Source: an optimization exercise on an open RTL-to-GDS flow (aim: small area). Production flows keep margins and buffers that such runs may drop. The RTL was checked by simulation tests, not by an equivalence proof against the original design. Power and IR drop assume default switching activity.

==> inputs of run Z <==
==> flow/design.v (excerpt) <==
module rv_core_top (
   input  logic        clk,
   input  logic        rst_n,
   input  logic        instr_valid,
   input  rv_core_pkg::instr_u      instr,
   output logic        wb_valid,
   output logic [4:0]  wb_rd,
   output logic [31:0] wb_data,
   output logic        br_valid,
   output logic        br_taken,
   output logic [31:0] br_offset,
   output logic        illegal
);
   localparam int NW = 64;
   logic [2:0]  cls_in;
   logic [2:0]  s1_cls, s2_cls;       
   logic [31:7] s1_ins, s2_ins;       
   always_comb begin
      cls_in = rv_core_pkg::C_NONE;
      if (instr_valid) begin
         case (instr.r_fmt.opcode)
            7'b0110011: cls_in = (instr.r_fmt.rd != 5'd0) ? rv_core_pkg::C_ALU_R : rv_core_pkg::C_NONE;
            7'b0010011: cls_in = (instr.r_fmt.rd != 5'd0) ? rv_core_pkg::C_ALU_I : rv_core_pkg::C_NONE;
            7'b0000011: cls_in = (instr.r_fmt.rd != 5'd0) ? rv_core_pkg::C_LOAD  : rv_core_pkg::C_NONE;
            7'b0100011: cls_in = rv_core_pkg::C_STORE;
            7'b1100011: cls_in = rv_core_pkg::C_BRANCH;
            default:    cls_in = rv_core_pkg::C_ILLEGAL;
         endcase
      end
   end
   always_ff @(posedge clk or negedge rst_n) begin
      if (!rst_n) begin
         s1_cls <= rv_core_pkg::C_NONE;
         s2_cls <= rv_core_pkg::C_NONE;
      end else begin
         s1_cls <= cls_in;
         s2_cls <= s1_cls;
      end
   end
   always_ff @(posedge clk) begin
      s1_ins <= instr[31:7];
      s2_ins <= s1_ins;
   end
   logic        w_valid;     
   logic        w_br;
   logic        w_ill;
  ...
==> module rd_bit, before the edit <==
module rd_bit #(
   parameter int N = 32
) (
   input  logic [N-1:0] d,
   input  logic [N-1:0] s,
   output logic         y
);
   localparam int NG = (N + 2) / 3;           
   localparam int NH = (NG + 3) / 4;          
   logic [NG-1:0]   lo;
   logic [NH-1:0]   hi;
   for (genvar g = 0; g < NG; g++) begin : g_lo
      if (3 * g + 2 < N) begin : g3
         c_aoi3 u (.d0(d[3*g]), .s0(s[3*g]), .d1(d[3*g+1]), .s1(s[3*g+1]),
                    .d2(d[3*g+2]), .s2(s[3*g+2]), .y(lo[g]));
      end else if (3 * g + 1 < N) begin : g2
         c_aoi3 u (.d0(d[3*g]), .s0(s[3*g]), .d1(d[3*g+1]), .s1(s[3*g+1]),
                   .d2(d[3*g+1]), .s2(s[3*g+1]), .y(lo[g]));
      end else begin : g1
         c_nand2 u (.a(d[3*g]), .b(s[3*g]), .y(lo[g]));
      end
   end
   for (genvar h = 0; h < NH; h++) begin : g_hi
      if (NG - 4 * h >= 4) begin : n4
         c_nand4 u (.a(lo[4*h]), .b(lo[4*h+1]), .c(lo[4*h+2]), .d(lo[4*h+3]), .y(hi[h]));
      end else if (NG - 4 * h == 3) begin : n3
         c_nand3 u (.a(lo[4*h]), .b(lo[4*h+1]), .c(lo[4*h+2]), .y(hi[h]));
      end else if (NG - 4 * h == 2) begin : n2
         c_nand2 u (.a(lo[4*h]), .b(lo[4*h+1]), .y(hi[h]));
      end else begin : n1
         c_inv u (.a(lo[4*h]), .y(hi[h]));
      end
   end
   assign y = |hi;
endmodule
clock: 9.0 ns
lec_check: 0
cap_margin: 20
core_margin: 2
core_utilization: 60
place_density: 0.66
slew_margin: 20
synth_hierarchical: 1
standard.sh (not shown) runs the stock make flow with config.mk's settings and CLKGATE_MAP_FILE= SYNTH_SCRIPT=/design/flow/synth_recipe.tcl, a recipe that flattens the netlist after the stock synthesis.
==> flow/flow/run.sh <==
#!/bin/bash
# Own layout flow: the standard flow (standard.sh, ORFS make) with
# changes passed through ORFS's own variables:
#  - clock tree synthesis without dummy loads, from clkbuf_8 leaf buffers
#    driving clusters of up to 16 flip-flops
#  - port buffers of the smallest buffer cell
# Every tool's output goes to the ORFS logs under orfs/logs; make's own
# output goes to flow_make.log here.
set -euo pipefail
export CTS_ARGS="-sink_clustering_enable -repair_clock_nets -dont_use_dummy_load -buf_list {sky130_fd_sc_hd__clkbuf_8} -sink_clustering_size 16 -sink_clustering_max_diameter 60"
export BUFFER_PORTS_ARGS="-buffer_cell sky130_fd_sc_hd__buf_1"
bash standard.sh finish > flow_make.log 2>&1
==> run K (differences from run Z) <==
--- a/flow/design.v
+++ b/flow/design.v
@@ -1041,7 +1041,7 @@
 );
    localparam int NG = (N + 2) / 3;           
    localparam int NH = (NG + 3) / 4;          
-   logic [NG-1:0]   lo;
+   logic [4*NH-1:0] lo;
    logic [NH-1:0]   hi;
    for (genvar g = 0; g < NG; g++) begin : g_lo
       if (3 * g + 2 < N) begin : g3
@@ -1054,16 +1054,11 @@
          c_nand2 u (.a(d[3*g]), .b(s[3*g]), .y(lo[g]));
       end
    end
+   for (genvar g = NG; g < 4 * NH; g++) begin : g_pad
+      assign lo[g] = 1'b1;
+   end
    for (genvar h = 0; h < NH; h++) begin : g_hi
-      if (NG - 4 * h >= 4) begin : n4
-         c_nand4 u (.a(lo[4*h]), .b(lo[4*h+1]), .c(lo[4*h+2]), .d(lo[4*h+3]), .y(hi[h]));
-      end else if (NG - 4 * h == 3) begin : n3
-         c_nand3 u (.a(lo[4*h]), .b(lo[4*h+1]), .c(lo[4*h+2]), .y(hi[h]));
-      end else if (NG - 4 * h == 2) begin : n2
-         c_nand2 u (.a(lo[4*h]), .b(lo[4*h+1]), .y(hi[h]));
-      end else begin : n1
-         c_inv u (.a(lo[4*h]), .y(hi[h]));
-      end
+      c_nand4 u (.a(lo[4*h]), .b(lo[4*h+1]), .c(lo[4*h+2]), .d(lo[4*h+3]), .y(hi[h]));
    end
    assign y = |hi;
 endmodule
CORE_UTILIZATION = 55   (was 60)
PLACE_DENSITY = default   (was 0.66)
==> run H (differences from run Z) <==
CORE_UTILIZATION = 55   (was 60)
PLACE_DENSITY = default   (was 0.66)
==> notes <==
- Run Z went through all stages and came out clean. Run K finished clean. Run H completed without violations.
- Between run Z and run H, the lower clock power is in run Z (gap about 2%, measured against run H).
- Of run K and run H, run K has the higher die area (gap about 0.4%, measured against run H).
- Against run H, the clock skew of run Z is higher by 0.023 ns.
- Against run K, the global-route usage of run H is higher by 0.57 points.
- Maximum frequency: run H < run K < run Z.
- Of run Z and run H, run Z has the higher sequential share of layout area (gap 0.25 points).
- Register-to-register slack: run K < run Z < run H.
- Via count, highest first: run K, run H, run Z.
- Combinational power: run K < run Z < run H.
- In sequential power, run K and run H hardly differ.
==> figures <==
|  | run H | run K | run Z |
|---|---|---|---|
| Run status | complete, no violations | complete, no violations | complete, no violations |
| Cell count after placement | 9862 | 10100 | 9650 |
| Number of global-route vias before repair | 74100 | 74400 | 74100 |
| Standard cell with the maximum stage delay on the critical path | nor4_1 | nor4_1 | a31oi_2 |
| Simple-gate share of the synthesized area | 0.0614 | 0.0624 | 0.0614 |
| Met3 routing resource usage after global routing | 0.0824 | 0.0913 | 0.0998 |
| Non-CTS buffers | 394 | 412 | 397 |
| Worst hold start | s1_ins[28]$_DFF_P_ | s1_ins[25]$_DFF_P_ | s1_ins[28]$_DFF_P_ |
| Worst setup path endpoint | wb_data[13] | wb_data[8] | wb_data[10] |
| Portion of netlist area occupied by mux cells | 0.00428 | 0.00426 | 0.00428 |
| Yosys top cell area share | 0.754 | 0.750 | 0.754 |
| Detailed-routed wire length on met3 | 56500 um | 56700 um | 58100 um |
| Count of TritonRoute iterations in the first routing pass | 28 | 25 | 21 |
| Post-Synthesis Cell Area | 0.121 mm2 | 0.122 mm2 | 0.121 mm2 |
| Die Width | 473 um | 474 um | 453 um |
| Detailed Place HPWL | 274000 um | 273000 um | 261000 um |
| Metal2 WL | 196000 um | 194000 um | 185000 um |
| Synth unique cells | 58 | 59 | 58 |
| Combinational share of power | 0.168 | 0.114 | 0.167 |
| Synth Area in Compound Gates | 0.140 | 0.139 | 0.140 |
| Arrival time reported for the critical path endpoint | 6.91 ns | 6.79 ns | 6.63 ns |

[what the ideal ports hide]
In the flow no input, the clock included, has a driving cell. The finished layouts below were timed again as built, in two steps.
Step 1 sets driving cells, clkbuf_16 on the clock port and buf_2 on the other inputs (assumed; they add their load-dependent delay and slew).
Step 2 times the ports against the registers' clock, not the clock port: input delays grow and output delays shrink by t, the midpoint of the rising clock arrivals with the driver on.
Three values: ideal, step 1, step 2; two values: the first two.
| run | t (ns) | slack for setup (ns) | worst hold slack (ns) | clock arrival spread, ns | worst data-port slew with drivers (ns) |
|---|---|---|---|---|---|
| run Z | 1.083 | 0.570 / 0.470 / 1.319 | 0.326 / 0.326 / 0.326 | 0.144 / 0.145 | 0.08 |
| run K | 1.117 | 0.406 / 0.310 / 0.983 | 0.273 / 0.273 / 0.273 | 0.125 / 0.125 | 0.04 |
| run H | 1.121 | 0.293 / 0.198 / 1.319 | 0.302 / 0.302 / 0.302 | 0.122 / 0.122 | 0.06 |
After both steps every run listed still meets setup and hold.
